Context: an optimization exercise on an open-source flow, tuned for small area, a short achievable clock period and few clock cycles per item. The choices shown serve that exercise and are no tape-out recipe.
Where RTL was checked, it was by simulation tests only, not by an equivalence proof against the original.
No activity file was given, so power comes from the tool's default toggle rates.

==> inputs of branch onyx <==
// conv_accel_top
module conv_accel_top (
    input  logic                       clk,
    input  logic                       rst,
    input  logic                       req_valid_i,
    input  logic [1:0]                 req_op_i,
    input  logic                       req_imm_i,
    input  logic [cnn_pkg::DATA_W-1:0] req_rj_i,
    input  logic [cnn_pkg::DATA_W-1:0] req_rk_i,
    output logic                       req_ready_o,
    output logic                       rsp_valid_o,
    output logic                       mem_valid_o,
    input  logic                       mem_ready_i,
    output logic [cnn_pkg::DATA_W-1:0] mem_addr_o,
    output logic                       mem_read_o,
    output logic [cnn_pkg::DATA_W-1:0] mem_wdata_o,
    input  logic                       mem_rsp_valid_i,
    input  logic [cnn_pkg::DATA_W-1:0] mem_rsp_rdata_i
);
    localparam int DW = cnn_pkg::DATA_W;
    localparam int AW = cnn_pkg::ADDR_W;
    localparam int LW = cnn_pkg::LEN_W;
    localparam int S  = cnn_pkg::WIN_WORDS;
    localparam int PW = cnn_pkg::POS_W;
    localparam int MB = cnn_pkg::MID_BITS;
    logic [AW-1:0]          src_q, dst_q;
    logic [LW-1:0]          n_q;
    logic [1:0]             km1_q;               
    logic [1:0]             kwm1_q;              
    logic [3:0][DW-1:0]     wt_q;
    logic                   idle_q;              
    logic                   busy_q;
    logic                   rsp_q;
    logic [1:0]             keffm1_q;            
    logic [2:0]             wtodo_q;             
    logic [2:0]             wrsp_q;              
    logic [LW-1:0]          rtodo_q;             
    logic [AW-1:0]          rd_addr_q;           
    logic [AW-1:0]          wr_addr_q;           
    logic [AW-1:0]          addr_q;              
    logic [2:0]             used_q;              
    logic                   req_v_q, req_rd_q;   
    logic                   req_lastw_q;         
    logic [S-1:0][DW-1:0]   win_q;               
    logic [PW-1:0]          pos_q;               
    logic [1:0]             tap_q;
    logic [LW-1:0]          orem_q;              
    logic [DW-1:0]          acc_s_q, acc_c_q;
    logic                   acc_full_q;          
  ...
==> flow/config.mk <==
export PLATFORM = sky130hd
export DESIGN_NAME = conv_accel_top
export DESIGN_NICKNAME = conv_accel_top
export VERILOG_FILES = /design/flow/design.v
export SDC_FILE = /design/flow/constraint.sdc
export NUM_CORES = 4
export LEC_CHECK = 0
export CAP_MARGIN = 20
export CORE_MARGIN = 2
export CORE_UTILIZATION = 40
export SLEW_MARGIN = 20
==> flow/constraint.sdc <==
create_clock -name core_clock -period 10.0 [get_ports {clk}]
set_input_delay 2.0000 -clock core_clock [delete_from_list [all_inputs] [get_ports {clk}]]
set_output_delay 2.0000 -clock core_clock [all_outputs]
set_load 0.01 [all_outputs]
standard.sh (not shown) runs the stock make flow with config.mk's settings and CLKGATE_MAP_FILE= SYNTH_SCRIPT=/design/flow/synth_recipe.tcl, a recipe that flattens the netlist after the stock synthesis.
==> flow/flow/run.sh <==
#!/bin/bash
# Standard layout; ports buffered with a plain buffer, free cell resizing, and
# timing repair aiming past the 10 ns clock's slack.
set -euo pipefail
bash standard.sh SETUP_SLACK_MARGIN=6.6 MATCH_CELL_FOOTPRINT=0 "BUFFER_PORTS_ARGS=-buffer_cell sky130_fd_sc_hd__buf_4" finish > make_finish.log 2>&1
==> branch cedar (differences from branch onyx) <==
--- a/flow/design.v
+++ b/flow/design.v
@@ -1814,28 +1814,51 @@
         end
     end
     logic rd_acc, wr_acc, slot, last_wr;
     logic acc_vacate, res_full_nx, want_rd;
     logic rsp_w, rsp_d;
-    assign rd_acc = req_v_q & req_rd_q & mem_ready_i;
-    assign wr_acc = req_v_q & ~req_rd_q & mem_ready_i;
-    assign slot   = ~req_v_q | mem_ready_i;
+    logic [1:0] rd_acc_c, wr_acc_c, slot_c, vac_c, rfn_c, last_wr_c, new_wr_c, new_rd_c;
+    logic       orem_done;
+    assign orem_done = (orem_q == LW'(km1_q));    
+    for (genvar r = 0; r < 2; r++) begin : g_rdy
+        assign rd_acc_c[r]  = req_v_q & req_rd_q & (r == 1);
+        assign wr_acc_c[r]  = req_v_q & ~req_rd_q & (r == 1);
+        assign slot_c[r]    = ~req_v_q | (r == 1);
+        assign vac_c[r]     = acc_full_q & (~res1_full_q | wr_acc_c[r]);
+        assign rfn_c[r]     = res1_full_q | (res_full_q & ~wr_acc_c[r]) | vac_c[r];
+        assign last_wr_c[r] = wr_acc_c[r] & orem_done & (oinf_q == 2'd1);
+        assign new_wr_c[r]  = busy_q & slot_c[r] & ~last_wr_c[r] & rfn_c[r];
+        assign new_rd_c[r]  = busy_q & slot_c[r] & ~last_wr_c[r] & ~rfn_c[r] & want_rd;
+    end
+    assign rd_acc      = mem_ready_i ? rd_acc_c[1]  : rd_acc_c[0];
+    assign wr_acc      = mem_ready_i ? wr_acc_c[1]  : wr_acc_c[0];
+    assign slot        = mem_ready_i ? slot_c[1]    : slot_c[0];
+    assign acc_vacate  = mem_ready_i ? vac_c[1]     : vac_c[0];
+    assign res_full_nx = mem_ready_i ? rfn_c[1]     : rfn_c[0];
+    assign last_wr     = mem_ready_i ? last_wr_c[1] : last_wr_c[0];
     assign rsp_w  = mem_rsp_valid_i & (wrsp_q != 3'd0);
     assign rsp_d  = mem_rsp_valid_i & (wrsp_q == 3'd0);
     assign mem_valid_o = req_v_q;
     assign mem_read_o  = req_rd_q;
     assign mem_addr_o  = {addr_q, 2'b00};
     assign mem_wdata_o = res_q;
     logic avail, last_tap, mac_fire, free;
     assign avail      = ~pos_q[PW-1];
     assign last_tap   = (tap_q == keffm1_q);
-    assign acc_vacate = acc_full_q & (~res1_full_q | wr_acc);
-    assign mac_fire   = busy_q & avail & (orem_q != LW'(km1_q)) & ((tap_q != 2'd0) | (oinf_q != 2'd3));
+    assign mac_fire   = busy_q & avail & ~orem_done & ((tap_q != 2'd0) | (oinf_q != 2'd3));
     assign free       = mac_fire & (tap_q == 2'd0);
-    assign res_full_nx = res1_full_q | (res_full_q & ~wr_acc) | acc_vacate;
     assign want_rd     = (wtodo_q != 3'd0) | ((rtodo_q != LW'(kdrop)) & (int'(used_q) < S));
-    assign last_wr     = wr_acc & (orem_q == LW'(km1_q)) & (oinf_q == 2'd1);
+    logic          new_wr, new_rd, new_src_rd;
+    logic [2:0]    used_inc, used_keep, wtodo_m1;
+    logic [LW-1:0] rtodo_m1;
+    assign new_wr     = mem_ready_i ? new_wr_c[1] : new_wr_c[0];
+    assign new_rd     = mem_ready_i ? new_rd_c[1] : new_rd_c[0];
+    assign new_src_rd = new_rd & (wtodo_q == 3'd0);
+    assign used_keep  = free ? used_q - 3'd1 : used_q;    
+    assign used_inc   = free ? used_q : used_q + 3'd1;    
+    assign wtodo_m1   = wtodo_q - 3'd1;
+    assign rtodo_m1   = rtodo_q - LW'(1);
     always_ff @(posedge clk) begin
         if (rst) begin
             idle_q      <= 1'b1;
             rsp_q       <= 1'b0;
             req_v_q     <= 1'b0;
@@ -1868,37 +1891,27 @@
                 end
             end else if (busy_q) begin
                 if (last_wr) idle_q <= 1'b1;
                 if (rsp_w) wrsp_q <= wrsp_q - 3'd1;
                 if (slot) begin
-                    if (!last_wr && res_full_nx) begin
-                        req_v_q  <= 1'b1;
-                        req_rd_q <= 1'b0;
-                    end else if (!last_wr && want_rd) begin
-                        req_v_q     <= 1'b1;
-                        req_rd_q    <= 1'b1;
-                        req_lastw_q <= (wtodo_q == 3'd1);
-                        if (wtodo_q != 3'd0) wtodo_q <= wtodo_q - 3'd1;
-                        else                 rtodo_q <= rtodo_q - LW'(1);
-                    end else begin
-                        req_v_q <= 1'b0;
-                    end
+                    req_v_q  <= new_wr | new_rd;
+                    req_rd_q <= ~new_wr;
+                end
+                if (new_rd) begin
+                    req_lastw_q <= (wtodo_q == 3'd1);
+                    if (wtodo_q != 3'd0) wtodo_q <= wtodo_m1;
                 end
-                used_q <= used_q
-                          + ((slot && !last_wr && !res_full_nx && want_rd && wtodo_q == 3'd0) ? 3'd1 : 3'd0)
-                          - (free ? 3'd1 : 3'd0);
+                if (new_src_rd) rtodo_q <= rtodo_m1;
+                used_q <= new_src_rd ? used_inc : used_keep;
             end
         end
     end
     logic [AW-1:0] rd_addr_d, wr_addr_d;
-    logic          new_wr, new_rd;
     logic [AW-1:0] addr_inc;                     
     assign addr_inc  = addr_q + AW'(1);
     assign rd_addr_d = rd_acc ? (req_lastw_q ? src_q : addr_inc) : rd_addr_q;
     assign wr_addr_d = wr_acc ? addr_inc : wr_addr_q;
-    assign new_wr    = busy_q & slot & ~last_wr & res_full_nx;
-    assign new_rd    = busy_q & slot & ~last_wr & ~res_full_nx & want_rd;
     always_ff @(posedge clk) begin
         if (conv_hsk) begin
             wr_addr_q <= dst_q;
             addr_q    <= req_imm_i ? req_rj_i[DW-1:2] : src_q;
         end else begin
@@ -1909,11 +1922,13 @@
         end
     end
     logic [1:0] widx;
     assign widx = km1_q + 2'd1 - wrsp_q[1:0];    
     always_ff @(posedge clk) begin
-        if (rsp_w) wt_q[widx] <= mem_rsp_rdata_i;
+        for (int i = 0; i < 4; i++) begin
+            if (rsp_w && widx == 2'(i)) wt_q[i] <= mem_rsp_rdata_i;
+        end
         if (rsp_d) begin
             win_q[0] <= mem_rsp_rdata_i;
             for (int i = 1; i < S; i++) win_q[i] <= win_q[i-1];
         end
     end
@@ -1928,15 +1943,18 @@
     assign mac_as = fb_q ? '0 : acc_s_q;
     assign mac_ac = fb_q ? '0 : acc_c_q;
     mac_stage2 u_mac_stage2 (
         .mid_i(mid_q), .as_i(mac_as), .ac_i(mac_ac), .s_o(tree_s), .c_o(tree_c)
     );
-    logic [PW-1:0] pos_step;
+    logic [PW-1:0] pos_f, pos_f1;
+    logic [1:0]    oinf_f, oinf_f1;
     always_comb begin
-        pos_step = '0;
-        if (mac_fire) pos_step = last_tap ? ({{(PW-2){1'b0}}, keffm1_q} + {PW{1'b1}}) : {PW{1'b1}};
-        if (rsp_d)    pos_step = pos_step + {{(PW-1){1'b0}}, 1'b1};
+        pos_f = pos_q;
+        if (mac_fire) pos_f = pos_q + (last_tap ? ({{(PW-2){1'b0}}, keffm1_q} + {PW{1'b1}}) : {PW{1'b1}});
+        pos_f1  = pos_f + {{(PW-1){1'b0}}, 1'b1};
+        oinf_f  = oinf_q + (free ? 2'd1 : 2'd0);
+        oinf_f1 = oinf_f - 2'd1;
     end
     always_ff @(posedge clk) begin
         if (rst) begin
             acc_full_q <= 1'b0;
             res_full_q <= 1'b0;
@@ -1954,15 +1972,15 @@
                 acc_full_q <= 1'b0;
                 res_full_q <= 1'b0;
                 res1_full_q <= 1'b0;
                 oinf_q     <= '0;
             end else begin
-                pos_q      <= pos_q + pos_step;
+                pos_q      <= rsp_d ? pos_f1 : pos_f;
                 acc_full_q <= (acc_full_q & ~acc_vacate) | (vb_q & lb_q);
                 res_full_q <= res_full_nx;
                 res1_full_q <= (res1_full_q & ~wr_acc) | (acc_vacate & res_full_q & ~(wr_acc & ~res1_full_q));
-                oinf_q     <= oinf_q + (free ? 2'd1 : 2'd0) - (wr_acc ? 2'd1 : 2'd0);
+                oinf_q     <= wr_acc ? oinf_f1 : oinf_f;
                 if (mac_fire) begin
                     tap_q <= last_tap ? 2'd0 : tap_q + 2'd1;
                     if (last_tap) orem_q <= orem_q - LW'(1);
                 end
             end
==> branch indigo (differences from branch onyx) <==
--- a/flow/design.v
+++ b/flow/design.v
@@ -1814,28 +1814,51 @@
         end
     end
     logic rd_acc, wr_acc, slot, last_wr;
     logic acc_vacate, res_full_nx, want_rd;
     logic rsp_w, rsp_d;
-    assign rd_acc = req_v_q & req_rd_q & mem_ready_i;
-    assign wr_acc = req_v_q & ~req_rd_q & mem_ready_i;
-    assign slot   = ~req_v_q | mem_ready_i;
+    logic [1:0] rd_acc_c, wr_acc_c, slot_c, vac_c, rfn_c, last_wr_c, new_wr_c, new_rd_c;
+    logic       orem_done;
+    assign orem_done = (orem_q == LW'(km1_q));    
+    for (genvar r = 0; r < 2; r++) begin : g_rdy
+        assign rd_acc_c[r]  = req_v_q & req_rd_q & (r == 1);
+        assign wr_acc_c[r]  = req_v_q & ~req_rd_q & (r == 1);
+        assign slot_c[r]    = ~req_v_q | (r == 1);
+        assign vac_c[r]     = acc_full_q & (~res1_full_q | wr_acc_c[r]);
+        assign rfn_c[r]     = res1_full_q | (res_full_q & ~wr_acc_c[r]) | vac_c[r];
+        assign last_wr_c[r] = wr_acc_c[r] & orem_done & (oinf_q == 2'd1);
+        assign new_wr_c[r]  = busy_q & slot_c[r] & ~last_wr_c[r] & rfn_c[r];
+        assign new_rd_c[r]  = busy_q & slot_c[r] & ~last_wr_c[r] & ~rfn_c[r] & want_rd;
+    end
+    assign rd_acc      = mem_ready_i ? rd_acc_c[1]  : rd_acc_c[0];
+    assign wr_acc      = mem_ready_i ? wr_acc_c[1]  : wr_acc_c[0];
+    assign slot        = mem_ready_i ? slot_c[1]    : slot_c[0];
+    assign acc_vacate  = mem_ready_i ? vac_c[1]     : vac_c[0];
+    assign res_full_nx = mem_ready_i ? rfn_c[1]     : rfn_c[0];
+    assign last_wr     = mem_ready_i ? last_wr_c[1] : last_wr_c[0];
     assign rsp_w  = mem_rsp_valid_i & (wrsp_q != 3'd0);
     assign rsp_d  = mem_rsp_valid_i & (wrsp_q == 3'd0);
     assign mem_valid_o = req_v_q;
     assign mem_read_o  = req_rd_q;
     assign mem_addr_o  = {addr_q, 2'b00};
     assign mem_wdata_o = res_q;
     logic avail, last_tap, mac_fire, free;
     assign avail      = ~pos_q[PW-1];
     assign last_tap   = (tap_q == keffm1_q);
-    assign acc_vacate = acc_full_q & (~res1_full_q | wr_acc);
-    assign mac_fire   = busy_q & avail & (orem_q != LW'(km1_q)) & ((tap_q != 2'd0) | (oinf_q != 2'd3));
+    assign mac_fire   = busy_q & avail & ~orem_done & ((tap_q != 2'd0) | (oinf_q != 2'd3));
     assign free       = mac_fire & (tap_q == 2'd0);
-    assign res_full_nx = res1_full_q | (res_full_q & ~wr_acc) | acc_vacate;
     assign want_rd     = (wtodo_q != 3'd0) | ((rtodo_q != LW'(kdrop)) & (int'(used_q) < S));
-    assign last_wr     = wr_acc & (orem_q == LW'(km1_q)) & (oinf_q == 2'd1);
+    logic          new_wr, new_rd, new_src_rd;
+    logic [2:0]    used_inc, used_keep, wtodo_m1;
+    logic [LW-1:0] rtodo_m1;
+    assign new_wr     = mem_ready_i ? new_wr_c[1] : new_wr_c[0];
+    assign new_rd     = mem_ready_i ? new_rd_c[1] : new_rd_c[0];
+    assign new_src_rd = new_rd & (wtodo_q == 3'd0);
+    assign used_keep  = free ? used_q - 3'd1 : used_q;    
+    assign used_inc   = free ? used_q : used_q + 3'd1;    
+    assign wtodo_m1   = wtodo_q - 3'd1;
+    assign rtodo_m1   = rtodo_q - LW'(1);
     always_ff @(posedge clk) begin
         if (rst) begin
             idle_q      <= 1'b1;
             rsp_q       <= 1'b0;
             req_v_q     <= 1'b0;
@@ -1868,37 +1891,27 @@
                 end
             end else if (busy_q) begin
                 if (last_wr) idle_q <= 1'b1;
                 if (rsp_w) wrsp_q <= wrsp_q - 3'd1;
                 if (slot) begin
-                    if (!last_wr && res_full_nx) begin
-                        req_v_q  <= 1'b1;
-                        req_rd_q <= 1'b0;
-                    end else if (!last_wr && want_rd) begin
-                        req_v_q     <= 1'b1;
-                        req_rd_q    <= 1'b1;
-                        req_lastw_q <= (wtodo_q == 3'd1);
-                        if (wtodo_q != 3'd0) wtodo_q <= wtodo_q - 3'd1;
-                        else                 rtodo_q <= rtodo_q - LW'(1);
-                    end else begin
-                        req_v_q <= 1'b0;
-                    end
+                    req_v_q  <= new_wr | new_rd;
+                    req_rd_q <= ~new_wr;
+                end
+                if (new_rd) begin
+                    req_lastw_q <= (wtodo_q == 3'd1);
+                    if (wtodo_q != 3'd0) wtodo_q <= wtodo_m1;
                 end
-                used_q <= used_q
-                          + ((slot && !last_wr && !res_full_nx && want_rd && wtodo_q == 3'd0) ? 3'd1 : 3'd0)
-                          - (free ? 3'd1 : 3'd0);
+                if (new_src_rd) rtodo_q <= rtodo_m1;
+                used_q <= new_src_rd ? used_inc : used_keep;
             end
         end
     end
     logic [AW-1:0] rd_addr_d, wr_addr_d;
-    logic          new_wr, new_rd;
     logic [AW-1:0] addr_inc;                     
     assign addr_inc  = addr_q + AW'(1);
     assign rd_addr_d = rd_acc ? (req_lastw_q ? src_q : addr_inc) : rd_addr_q;
     assign wr_addr_d = wr_acc ? addr_inc : wr_addr_q;
-    assign new_wr    = busy_q & slot & ~last_wr & res_full_nx;
-    assign new_rd    = busy_q & slot & ~last_wr & ~res_full_nx & want_rd;
     always_ff @(posedge clk) begin
         if (conv_hsk) begin
             wr_addr_q <= dst_q;
             addr_q    <= req_imm_i ? req_rj_i[DW-1:2] : src_q;
         end else begin
@@ -1928,15 +1941,18 @@
     assign mac_as = fb_q ? '0 : acc_s_q;
     assign mac_ac = fb_q ? '0 : acc_c_q;
     mac_stage2 u_mac_stage2 (
         .mid_i(mid_q), .as_i(mac_as), .ac_i(mac_ac), .s_o(tree_s), .c_o(tree_c)
     );
-    logic [PW-1:0] pos_step;
+    logic [PW-1:0] pos_f, pos_f1;
+    logic [1:0]    oinf_f, oinf_f1;
     always_comb begin
-        pos_step = '0;
-        if (mac_fire) pos_step = last_tap ? ({{(PW-2){1'b0}}, keffm1_q} + {PW{1'b1}}) : {PW{1'b1}};
-        if (rsp_d)    pos_step = pos_step + {{(PW-1){1'b0}}, 1'b1};
+        pos_f = pos_q;
+        if (mac_fire) pos_f = pos_q + (last_tap ? ({{(PW-2){1'b0}}, keffm1_q} + {PW{1'b1}}) : {PW{1'b1}});
+        pos_f1  = pos_f + {{(PW-1){1'b0}}, 1'b1};
+        oinf_f  = oinf_q + (free ? 2'd1 : 2'd0);
+        oinf_f1 = oinf_f - 2'd1;
     end
     always_ff @(posedge clk) begin
         if (rst) begin
             acc_full_q <= 1'b0;
             res_full_q <= 1'b0;
@@ -1954,15 +1970,15 @@
                 acc_full_q <= 1'b0;
                 res_full_q <= 1'b0;
                 res1_full_q <= 1'b0;
                 oinf_q     <= '0;
             end else begin
-                pos_q      <= pos_q + pos_step;
+                pos_q      <= rsp_d ? pos_f1 : pos_f;
                 acc_full_q <= (acc_full_q & ~acc_vacate) | (vb_q & lb_q);
                 res_full_q <= res_full_nx;
                 res1_full_q <= (res1_full_q & ~wr_acc) | (acc_vacate & res_full_q & ~(wr_acc & ~res1_full_q));
-                oinf_q     <= oinf_q + (free ? 2'd1 : 2'd0) - (wr_acc ? 2'd1 : 2'd0);
+                oinf_q     <= wr_acc ? oinf_f1 : oinf_f;
                 if (mac_fire) begin
                     tap_q <= last_tap ? 2'd0 : tap_q + 2'd1;
                     if (last_tap) orem_q <= orem_q - LW'(1);
                 end
             end
--- a/flow/config.mk
+++ b/flow/config.mk
@@ -6,6 +6,7 @@
 export NUM_CORES = 4
 export LEC_CHECK = 0
 export CAP_MARGIN = 20
 export CORE_MARGIN = 2
 export CORE_UTILIZATION = 40
+export CTS_BUF_LIST = sky130_fd_sc_hd__clkbuf_8
 export SLEW_MARGIN = 20
==> notes.md <==
status no timing/DRC/antenna violations; Num CTS Buffers 92; core box area approximately 110000 µm²; WL per Instance around 21 µm; Root Buffer clkbuf_16; CP Depth 1; Post-DP Area slightly below 50000 µm²; # fillers slightly above 10000; met3 Usage GRT 3.97%; Nets 4637
-- figures above: branch onyx

==> notes.md <==
met3 Usage GRT under 10%; Nets a little over 4000; # fillers about 9700; Root Buffer clkbuf_16; status no timing/DRC/antenna violations; Num CTS Buffers just over 90; WL per Instance 21.1 µm; core box area approximately 110000 µm²
-- figures above: branch cedar

==> notes.md <==
Tot GR Track Use roughly a fifth; WL per Instance about 20 µm; # fillers 10499; Post-DP Area roughly 48000 µm²; postcts setup bufs 33; busiest grt layer met2; Critical Path AT between 1 and 1.5 ns; CP Depth 1; Root Buffer clkbuf_8; Num CTS Buffers 148; Clock Power about 3.2 mW; Nets approximately 4600; status no timing/DRC/antenna violations; core box area between 100000 and 150000 µm²; met3 Usage GRT roughly 3.8%; synthesized netlist cell count 3979; R2R Setup Slk approximately 6.6 ns
-- figures above: branch indigo

Testbench counts of branch indigo, summed over its fixed seeds: cycles 8,990, items 2,528.
No functional check of the RTL was part of branch onyx and branch cedar.

[re-timing with driven ports]
The results above use ideal ports. As a check the final layouts listed here were re-extracted and re-timed, cells and wires unchanged.
Step 1 assumes that a clkbuf_16 drives the clock port and a buf_2 every other input.
Step 2 moves the port delays by t, midway between the first and last clock arrival at a register: inputs arrive t later, outputs are due t later. That takes back most of the time a late clock gives input paths.
Three values: ideal ports, drivers, drivers and shift; two values: the first two.
| run | shift t [ns] | setup slack, ns | hold slack, ns | worst slew at a driven data input, ns | cell pins on the clock port's net |
|---|---|---|---|---|---|
| branch onyx | 0.744 | 6.651 / 6.576 / 5.978 | 0.326 / 0.326 / 0.326 | 0.09 | 1 |
| branch cedar | 0.726 | 6.539 / 6.539 / 5.908 | 0.324 / 0.324 / 0.324 | 0.09 | 1 |
| branch indigo | 0.895 | 6.533 / 6.464 / 5.885 | 0.324 / 0.324 / 0.324 | 0.08 | 1 |
After both steps every run listed still meets setup and hold. For branch onyx, which loses most, drivers alone change the setup slack by -0.075 ns; drivers and shift together by -0.673 ns.
